This is an optimization exercise on Yosys and OpenROAD, whose aim is small area and a short achievable clock period, not a production implementation. The RTL was checked by simulation tests, not by an equivalence proof against the original design. Power and IR drop assume default switching activity.

==> v7: inputs <==
Design data_mem_responder, start of the top module:
module data_mem_responder (
    input  logic        Clock,
    input  logic        ResetN,
    input  logic        MemRead,
    input  logic        MemWrite,
    input  logic [15:0] Address,
    input  logic [15:0] WriteData,
    output logic [15:0] ReadData,
    output logic        Ready,
    output logic        Error,
    output logic [1:0]  fsm_state
);
==> module data_mem_responder, before the edit <==
module data_mem_responder (
    input  logic        Clock,
    input  logic        ResetN,
    input  logic        MemRead,
    input  logic        MemWrite,
    input  logic [15:0] Address,
    input  logic [15:0] WriteData,
    output logic [15:0] ReadData,
    output logic        Ready,
    output logic        Error,
    output logic [1:0]  fsm_state
);
    localparam int NGRP = 4;             
    localparam int GW   = 256 / NGRP;    
    logic st0, st1, w2, err_q, wr_q;
    logic [15:0] roww;                   
    logic acc;
    logic [15:0] row, col;               
    logic [15:0] wdata;
    logic        rd_ok, wr_ok, err_l;
    assign acc = !st0 && !st1 && (MemRead || MemWrite);
    always_ff @(posedge Clock or negedge ResetN) begin
        if (!ResetN) begin
            st0   <= 1'b0;
            st1   <= 1'b0;
            w2    <= 1'b0;
            err_q <= 1'b0;
            wr_q  <= 1'b0;
            roww  <= '0;
        end else begin
            st0   <= acc || (st0 && !w2);
            w2    <= st0 && !w2;
            st1   <= st0 && w2;
            err_q <= st0 && w2 && err_l;
            wr_q  <= st0 && w2 && wr_ok;
            roww  <= row & {16{st0 && w2 && wr_ok}};
        end
    end
    assign fsm_state = {st1, st0};
    assign Ready     = st1;
    assign Error     = err_q;
    logic req_err;
    assign req_err = (MemRead & MemWrite) | Address[0] | (|Address[15:9]);
    always_ff @(posedge Clock) begin
        if (acc) begin
            row   <= 16'(1) << Address[8:5];
            col   <= 16'(1) << Address[4:1];
            wdata <= WriteData;
            err_l <= req_err;
            rd_ok <= MemRead & !req_err;
            wr_ok <= MemWrite & !req_err;
        end
    end
    logic [15:0] wd_g;
    assign wd_g = wdata & {16{wr_q}};
    logic [15:0] mem [256];
    logic [255:0] sel, nwe;
    for (genvar w = 0; w < 256; w++) begin : g_word
        assign sel[w] = row[w / 16] & col[w % 16];
        assign nwe[w] = !(roww[w / 16] & col[w % 16]);
        always_ff @(posedge Clock) begin
            mem[w] <= (mem[w] & {16{nwe[w]}}) | (wd_g & {16{sel[w]}});
        end
    end
    logic [15:0] part [NGRP];
    for (genvar g = 0; g < NGRP; g++) begin : g_grp
        for (genvar b = 0; b < 16; b++) begin : g_bit
            logic [GW-1:0] terms;
            for (genvar k = 0; k < GW; k++) begin : g_term
                assign terms[k] = mem[g * GW + k][b] & sel[g * GW + k];
            end
            always_ff @(posedge Clock) part[g][b] <= |terms;
        end
    end
    logic [15:0] rd_or;
    always_comb begin
        rd_or = '0;
        for (int g = 0; g < NGRP; g++) rd_or = rd_or | part[g];
    end
    always_ff @(posedge Clock) ReadData <= rd_or & {16{rd_ok}};
endmodule
clock: 5.0 ns
lec_check: 0
cap_margin: 20
core_margin: 2
core_utilization: 60
cts_buf_list: sky130_fd_sc_hd__clkbuf_16
cts_cluster_diameter: 60
cts_cluster_size: 25
place_density: 0.7
setup_slack_margin: 2.6
slew_margin: 20
run.sh (not shown) runs the stock make flow with config.mk's settings and CLKGATE_MAP_FILE= SYNTH_SCRIPT=/design/flow/synth_recipe.tcl, a recipe that flattens the netlist after the stock synthesis.
==> v4 (differences from v7) <==
--- a/flow/design.v
+++ b/flow/design.v
@@ -12,6 +12,7 @@
 );
-    localparam int NGRP = 4;             
+    localparam int NGRP = 8;             
     localparam int GW   = 256 / NGRP;    
-    logic st0, st1, w2, err_q, wr_q;
+    logic w1, w2, o0, o1, oe;
     logic [15:0] roww;                   
+    logic [15:0] wd_g;                   
     logic acc;
@@ -20,23 +21,25 @@
     logic        rd_ok, wr_ok, err_l;
-    assign acc = !st0 && !st1 && (MemRead || MemWrite);
+    assign acc = !(w1 || w2 || o1) && (MemRead || MemWrite);
     always_ff @(posedge Clock or negedge ResetN) begin
         if (!ResetN) begin
-            st0   <= 1'b0;
-            st1   <= 1'b0;
+            w1    <= 1'b0;
             w2    <= 1'b0;
-            err_q <= 1'b0;
-            wr_q  <= 1'b0;
+            o0    <= 1'b0;
+            o1    <= 1'b0;
+            oe    <= 1'b0;
             roww  <= '0;
+            wd_g  <= '0;
         end else begin
-            st0   <= acc || (st0 && !w2);
-            w2    <= st0 && !w2;
-            st1   <= st0 && w2;
-            err_q <= st0 && w2 && err_l;
-            wr_q  <= st0 && w2 && wr_ok;
-            roww  <= row & {16{st0 && w2 && wr_ok}};
+            w1    <= acc;
+            w2    <= w1;
+            o0    <= acc || w1;
+            o1    <= w2;
+            oe    <= w2 && err_l;
+            roww  <= row & {16{w2 && wr_ok}};
+            wd_g  <= wdata & {16{w2 && wr_ok}};
         end
     end
-    assign fsm_state = {st1, st0};
-    assign Ready     = st1;
-    assign Error     = err_q;
+    assign fsm_state = {o1, o0};
+    assign Ready     = o1;
+    assign Error     = oe;
     logic req_err;
@@ -53,4 +56,2 @@
     end
-    logic [15:0] wd_g;
-    assign wd_g = wdata & {16{wr_q}};
     logic [15:0] mem [256];
Settings changed: CORE_UTILIZATION 60 to 65, CTS_CLUSTER_DIAMETER 60 to 80, CTS_CLUSTER_SIZE 25 to 28, PLACE_DENSITY 0.7 to 0.75, SETUP_SLACK_MARGIN 2.6 to 2.55.
==> summary of the runs <==
Between v7 and v4, the lower critical path depth is in v7 (gap 4).
In v4 the die area is smaller than in v7, by about 5.6%.
v4 finished clean. v7 went through all stages and came out clean.
Worst setup slack: v4 is lower than v7 (200 ps).
Via count: v7 is larger than v4 (8.9%).
Against v4, the clock power of v7 is larger by 27%.
==> figures <==
                                                               v4          v7
Run status                       no timing/DRC/antenna violations  no timing/DRC/antenna violations
Number of non-filler instances in the completed layout      15960       20330
Most common cell after layout, fill and taps aside         a22o_1     nand2_1
Reg-to-reg slack, setup                                   2220 ps     2480 ps
Cell depth of the worst flop-to-flop path                       5           6
Layout net count                                            12730       16790
Global-route wire length before repair                  746300 µm   787300 µm
Clock buffer depth                                              3           4
Worst Max-Slew Pin Slew                                   1224 ps     1319 ps
Sequential Power Share                                      50.1%       48.7%
Number of CTS-inserted buffers                                176         237
Worst setup EP type                                          flop  output pin

========
==> build 67: inputs <==
==> flow/design.v <==
module data_mem_responder (
    input  logic        Clock,
    input  logic        ResetN,
    input  logic        MemRead,
    input  logic        MemWrite,
    input  logic [15:0] Address,
    input  logic [15:0] WriteData,
    output logic [15:0] ReadData,
    output logic        Ready,
    output logic        Error,
    output logic [1:0]  fsm_state
);
    localparam int NGRP = 8;             
    localparam int GW   = 256 / NGRP;    
    logic w1, w2, o0, o1, oe;
    logic [15:0] roww;                   
    logic acc;
    logic [15:0] row, col;               
    logic [15:0] wdata;
    logic        rd_ok, wr_ok, err_l;
    assign acc = !(w1 || w2 || o1) && (MemRead || MemWrite);
    always_ff @(posedge Clock or negedge ResetN) begin
        if (!ResetN) begin
            w1    <= 1'b0;
            w2    <= 1'b0;
            o0    <= 1'b0;
            o1    <= 1'b0;
            oe    <= 1'b0;
            roww  <= '0;
        end else begin
            w1    <= acc;
            w2    <= w1;
            o0    <= acc || w1;
            o1    <= w2;
            oe    <= w2 && err_l;
            roww  <= row & {16{w2 && wr_ok}};
        end
    end
    assign fsm_state = {o1, o0};
    assign Ready     = o1;
    assign Error     = oe;
    logic req_err;
    assign req_err = (MemRead & MemWrite) | Address[0] | (|Address[15:9]);
    always_ff @(posedge Clock) begin
        if (acc) begin
            row   <= 16'(1) << Address[8:5];
            col   <= 16'(1) << Address[4:1];
            wdata <= WriteData;
            err_l <= req_err;
            rd_ok <= MemRead & !req_err;
            wr_ok <= MemWrite & !req_err;
        end
    end
    logic [255:0] sel, we, nwe;
    logic [15:0]  rn [128];              
    for (genvar w = 0; w < 256; w++) begin : g_sel
        assign sel[w] = row[w / 16] & col[w % 16];      
        assign we[w]  = roww[w / 16] & col[w % 16];     
        assign nwe[w] = !(roww[w / 16] & col[w % 16]);
    end
    for (genvar p = 0; p < 128; p++) begin : g_pair
        dmr_word_pair u_pair (
            .Clock(Clock), .sel(sel[2 * p +: 2]), .we(we[2 * p +: 2]), .nwe(nwe[2 * p +: 2]),
            .wd(wdata),
            .rn(rn[p])
        );
    end
    localparam int GP = GW / 2;          
    logic [15:0] part_n [NGRP];
    for (genvar g = 0; g < NGRP; g++) begin : g_grp
        for (genvar b = 0; b < 16; b++) begin : g_bit
            logic [GP-1:0] terms;
            for (genvar k = 0; k < GP; k++) begin : g_term
                assign terms[k] = rn[g * GP + k][b];
            end
            always_ff @(posedge Clock) part_n[g][b] <= &terms;
        end
    end
    logic [15:0] rd_or;
    always_comb begin
        rd_or = '0;
        for (int g = 0; g < NGRP; g++) rd_or = rd_or | ~part_n[g];
    end
    always_ff @(posedge Clock) ReadData <= rd_or & {16{rd_ok}};
endmodule
module dmr_word_pair (
    input  logic        Clock,
    input  logic [1:0]  sel,
    input  logic [1:0]  we,
    input  logic [1:0]  nwe,
    input  logic [15:0] wd,
    output logic [15:0] rn
);
    logic [15:0] q0, q1;
    always_ff @(posedge Clock) begin
        q0 <= (q0 & {16{nwe[0]}}) | (wd & {16{we[0]}});
        q1 <= (q1 & {16{nwe[1]}}) | (wd & {16{we[1]}});
    end
    assign rn = ~((q0 & {16{sel[0]}}) | (q1 & {16{sel[1]}}));
endmodule
==> flow/run.sh <==
#!/bin/bash
# synth_recipe.tcl (not shown) runs the flow's synth.tcl, then flattens the netlist and writes it again
# the make line also repeats each setting of config.mk as NAME=value (left out here)
make -C /OpenROAD-flow-scripts/flow DESIGN_CONFIG=/design/flow/config.mk WORK_HOME=/design/flow/orfs CLKGATE_MAP_FILE= SYNTH_SCRIPT=/design/flow/synth_recipe.tcl finish
==> flow/config.mk <==
export PLATFORM = sky130hd
export DESIGN_NAME = data_mem_responder
export DESIGN_NICKNAME = data_mem_responder
export VERILOG_FILES = /design/flow/design.v
export SDC_FILE = /design/flow/constraint.sdc
export NUM_CORES = 4
export LEC_CHECK = 0
export CAP_MARGIN = 20
export CORE_MARGIN = 2
export CORE_UTILIZATION = 65
export CTS_BUF_LIST = sky130_fd_sc_hd__clkbuf_16
export CTS_CLUSTER_DIAMETER = 70
export CTS_CLUSTER_SIZE = 28
export PLACE_DENSITY = 0.75
export SETUP_SLACK_MARGIN = 2.55
export SLEW_MARGIN = 20
export SYNTH_HIERARCHICAL = 1
export SYNTH_MINIMUM_KEEP_SIZE = 0
==> flow/constraint.sdc <==
create_clock -name core_clock -period 5.0 [get_ports {Clock}]
set_input_delay 1.0000 -clock core_clock [delete_from_list [all_inputs] [get_ports {Clock}]]
set_output_delay 1.0000 -clock core_clock [all_outputs]
set_load 0.01 [all_outputs]
==> inputs of trial 72, as changes to build 67 <==
==> flow/design.v, changed modules only <==
module data_mem_responder (
    input  logic        Clock,
    input  logic        ResetN,
    input  logic        MemRead,
    input  logic        MemWrite,
    input  logic [15:0] Address,
    input  logic [15:0] WriteData,
    output logic [15:0] ReadData,
    output logic        Ready,
    output logic        Error,
    output logic [1:0]  fsm_state
);
    localparam int NGRP = 4;             
    localparam int GW   = 256 / NGRP;    
    logic st0, st1, w2, err_q, wr_q;
    logic [15:0] roww;                   
    logic acc;
    logic [15:0] row, col;               
    logic [15:0] wdata;
    logic        rd_ok, wr_ok, err_l;
    assign acc = !st0 && !st1 && (MemRead || MemWrite);
    always_ff @(posedge Clock or negedge ResetN) begin
        if (!ResetN) begin
            st0   <= 1'b0;
            st1   <= 1'b0;
            w2    <= 1'b0;
            err_q <= 1'b0;
            wr_q  <= 1'b0;
            roww  <= '0;
        end else begin
            st0   <= acc || (st0 && !w2);
            w2    <= st0 && !w2;
            st1   <= st0 && w2;
            err_q <= st0 && w2 && err_l;
            wr_q  <= st0 && w2 && wr_ok;
            roww  <= row & {16{st0 && w2 && wr_ok}};
        end
    end
    assign fsm_state = {st1, st0};
    assign Ready     = st1;
    assign Error     = err_q;
    logic req_err;
    assign req_err = (MemRead & MemWrite) | Address[0] | (|Address[15:9]);
    always_ff @(posedge Clock) begin
        if (acc) begin
            row   <= 16'(1) << Address[8:5];
            col   <= 16'(1) << Address[4:1];
            wdata <= WriteData;
            err_l <= req_err;
            rd_ok <= MemRead & !req_err;
            wr_ok <= MemWrite & !req_err;
        end
    end
    logic [15:0] wd_g;
    assign wd_g = wdata & {16{wr_q}};
    logic [15:0] mem [256];
    logic [255:0] sel, nwe;
    for (genvar w = 0; w < 256; w++) begin : g_word
        assign sel[w] = row[w / 16] & col[w % 16];
        assign nwe[w] = !(roww[w / 16] & col[w % 16]);
        always_ff @(posedge Clock) begin
            mem[w] <= (mem[w] & {16{nwe[w]}}) | (wd_g & {16{sel[w]}});
        end
    end
    logic [15:0] part [NGRP];
    for (genvar g = 0; g < NGRP; g++) begin : g_grp
        for (genvar b = 0; b < 16; b++) begin : g_bit
            logic [GW-1:0] terms;
            for (genvar k = 0; k < GW; k++) begin : g_term
                assign terms[k] = mem[g * GW + k][b] & sel[g * GW + k];
            end
            always_ff @(posedge Clock) part[g][b] <= |terms;
        end
    end
    logic [15:0] rd_or;
    always_comb begin
        rd_or = '0;
        for (int g = 0; g < NGRP; g++) rd_or = rd_or | part[g];
    end
    always_ff @(posedge Clock) ReadData <= rd_or & {16{rd_ok}};
endmodule
// module dmr_word_pair removed
CORE_UTILIZATION = 60   (was 65)
CTS_BUF_LIST = sky130_fd_sc_hd__clkbuf_8   (was sky130_fd_sc_hd__clkbuf_16)
CTS_CLUSTER_DIAMETER = not set   (was 70)
CTS_CLUSTER_SIZE = 20   (was 28)
PLACE_DENSITY = 0.7   (was 0.75)
SETUP_SLACK_MARGIN = not set   (was 2.55)
SYNTH_HIERARCHICAL = not set   (was 1)
SYNTH_MINIMUM_KEEP_SIZE = not set   (was 0)
==> inputs of trial 56, as changes to build 67 <==
==> flow/design.v, changed modules only <==
module data_mem_responder (
    input  logic        Clock,
    input  logic        ResetN,
    input  logic        MemRead,
    input  logic        MemWrite,
    input  logic [15:0] Address,
    input  logic [15:0] WriteData,
    output logic [15:0] ReadData,
    output logic        Ready,
    output logic        Error,
    output logic [1:0]  fsm_state
);
    localparam int NGRP = 8;             
    localparam int GW   = 256 / NGRP;    
    logic w1, w2, o0, o1, oe;
    logic [15:0] roww;                   
    logic [15:0] wd_g;                   
    logic acc;
    logic [15:0] row, col;               
    logic [15:0] wdata;
    logic        rd_ok, wr_ok, err_l;
    assign acc = !(w1 || w2 || o1) && (MemRead || MemWrite);
    always_ff @(posedge Clock or negedge ResetN) begin
        if (!ResetN) begin
            w1    <= 1'b0;
            w2    <= 1'b0;
            o0    <= 1'b0;
            o1    <= 1'b0;
            oe    <= 1'b0;
            roww  <= '0;
            wd_g  <= '0;
        end else begin
            w1    <= acc;
            w2    <= w1;
            o0    <= acc || w1;
            o1    <= w2;
            oe    <= w2 && err_l;
            roww  <= row & {16{w2 && wr_ok}};
            wd_g  <= wdata & {16{w2 && wr_ok}};
        end
    end
    assign fsm_state = {o1, o0};
    assign Ready     = o1;
    assign Error     = oe;
    logic req_err;
    assign req_err = (MemRead & MemWrite) | Address[0] | (|Address[15:9]);
    always_ff @(posedge Clock) begin
        if (acc) begin
            row   <= 16'(1) << Address[8:5];
            col   <= 16'(1) << Address[4:1];
            wdata <= WriteData;
            err_l <= req_err;
            rd_ok <= MemRead & !req_err;
            wr_ok <= MemWrite & !req_err;
        end
    end
    logic [255:0] sel, nwe;
    logic [15:0]  rn [128];              
    for (genvar w = 0; w < 256; w++) begin : g_sel
        assign sel[w] = row[w / 16] & col[w % 16];
        assign nwe[w] = !(roww[w / 16] & col[w % 16]);
    end
    for (genvar p = 0; p < 128; p++) begin : g_pair
        dmr_word_pair u_pair (
            .Clock(Clock), .sel(sel[2 * p +: 2]), .nwe(nwe[2 * p +: 2]), .wd(wd_g),
            .rn(rn[p])
        );
    end
    localparam int GP = GW / 2;          
    logic [15:0] part_n [NGRP];
    for (genvar g = 0; g < NGRP; g++) begin : g_grp
        for (genvar b = 0; b < 16; b++) begin : g_bit
            logic [GP-1:0] terms;
            for (genvar k = 0; k < GP; k++) begin : g_term
                assign terms[k] = rn[g * GP + k][b];
            end
            always_ff @(posedge Clock) part_n[g][b] <= &terms;
        end
    end
    logic [15:0] rd_or;
    always_comb begin
        rd_or = '0;
        for (int g = 0; g < NGRP; g++) rd_or = rd_or | ~part_n[g];
    end
    always_ff @(posedge Clock) ReadData <= rd_or & {16{rd_ok}};
endmodule
module dmr_word_pair (
    input  logic        Clock,
    input  logic [1:0]  sel,
    input  logic [1:0]  nwe,
    input  logic [15:0] wd,
    output logic [15:0] rn
);
    logic [15:0] q0, q1;
    always_ff @(posedge Clock) begin
        q0 <= (q0 & {16{nwe[0]}}) | (wd & {16{sel[0]}});
        q1 <= (q1 & {16{nwe[1]}}) | (wd & {16{sel[1]}});
    end
    assign rn = ~((q0 & {16{sel[0]}}) | (q1 & {16{sel[1]}}));
endmodule
CTS_CLUSTER_DIAMETER = 80   (was 70)
==> flow_summary.ini <==
[outcome]
status = finished clean

[layout]
fin_nets = 17122
fillerInstances = 21969
comb.multi_input.count = 11940
fin_util_pct = 65.9

[critical_path]
r2r_setup_slack_ns = 1.44
worst_setup_path_end_kind = primary output
arrival_ns = 2.60

[yosys]
synth-simple-area-share_pct = 13.9

[cts]
root_buffer = clkbuf_8

[global_route]
track_usage_pct = 38.7

[detailed_routing]
wl_met2_mm = 226

[power]
seq-power_uw = 61500
The numbers above come from trial 72.

==> flow_summary.ini <==
[outcome]
status = finished clean

[layout]
comb.multi_input.count = 7413
fillerInstances = 19091
fin_util_pct = 64.3

[global_route]
track_usage_pct = 38.0

[yosys]
synth-simple-area-share_pct = 4.41
synthMuxAreaShare_pct = 0

[power]
p_clk_share_pct = 16.7
p_seq_share_pct = 50.8
seq-power_uw = 58600

[critical_path]
r2r_setup_slack_ns = 2.44
arrival_ns = 1.59

[detailed_routing]
wl_met2_mm = 220

[die]
ios = 56

[cts]
postCtsSetupBuffers = 48
root_buffer = clkbuf_16
The numbers above come from build 67.

==> flow_summary.ini <==
[sta]
report.final.hold_viol_count = 0

[detailed_routing]
wl_met2_mm = 203

[layout]
fin_nets = 12301
comb.multi_input.count = 7431
fin_util_pct = 66.3
fillerInstances = 17890

[yosys]
synth_ff_type = dfxtp_1
synth-simple-area-share_pct = 4.58

[global_route]
track_usage_pct = 37.3

[outcome]
status = finished clean

[cts]
root_buffer = clkbuf_16

[critical_path]
worst_setup_path_end_kind = flop
arrival_ns = 3.33
The numbers above come from trial 56.

==> re-timing with driven ports <==
Ports are ideal in the flow. The routed layouts listed here were re-timed in OpenROAD. Step 1 assumes that a clkbuf_16 drives the clock port and a buf_2 every other input. Step 2 moves the port delays by t, midway between the first and last clock arrival at a register: inputs arrive t later, outputs are due t later. That takes back most of the time a late clock gives input paths. Three values: ideal ports, drivers, drivers and shift; two values: the first two.
run | t, ns | setup slack, ns | clock arrival spread, ns | worst data-port slew with drivers (ns) | pins driven straight from the clock port
v7 | 1.052 | 2.415 / 2.309 / 2.017 | 0.067 / 0.066 | 0.22 | 1
v4 | 0.978 | 2.219 / 2.219 / 2.034 | 0.040 / 0.041 | 0.22 | 1
build 67 | 0.991 | 2.407 / 2.322 / 1.780 | 0.048 / 0.048 | 0.21 | 1
trial 72 | 1.304 | 1.397 / 1.293 / 1.437 | 0.067 / 0.067 | 0.24 | 1
trial 56 | 0.972 | 2.451 / 2.440 / 1.951 | 0.057 / 0.057 | 0.21 | 1
After both steps setup and hold are still met in every run listed. For build 67, which loses most, drivers alone change the setup slack by -0.085 ns; drivers and shift together by -0.627 ns.
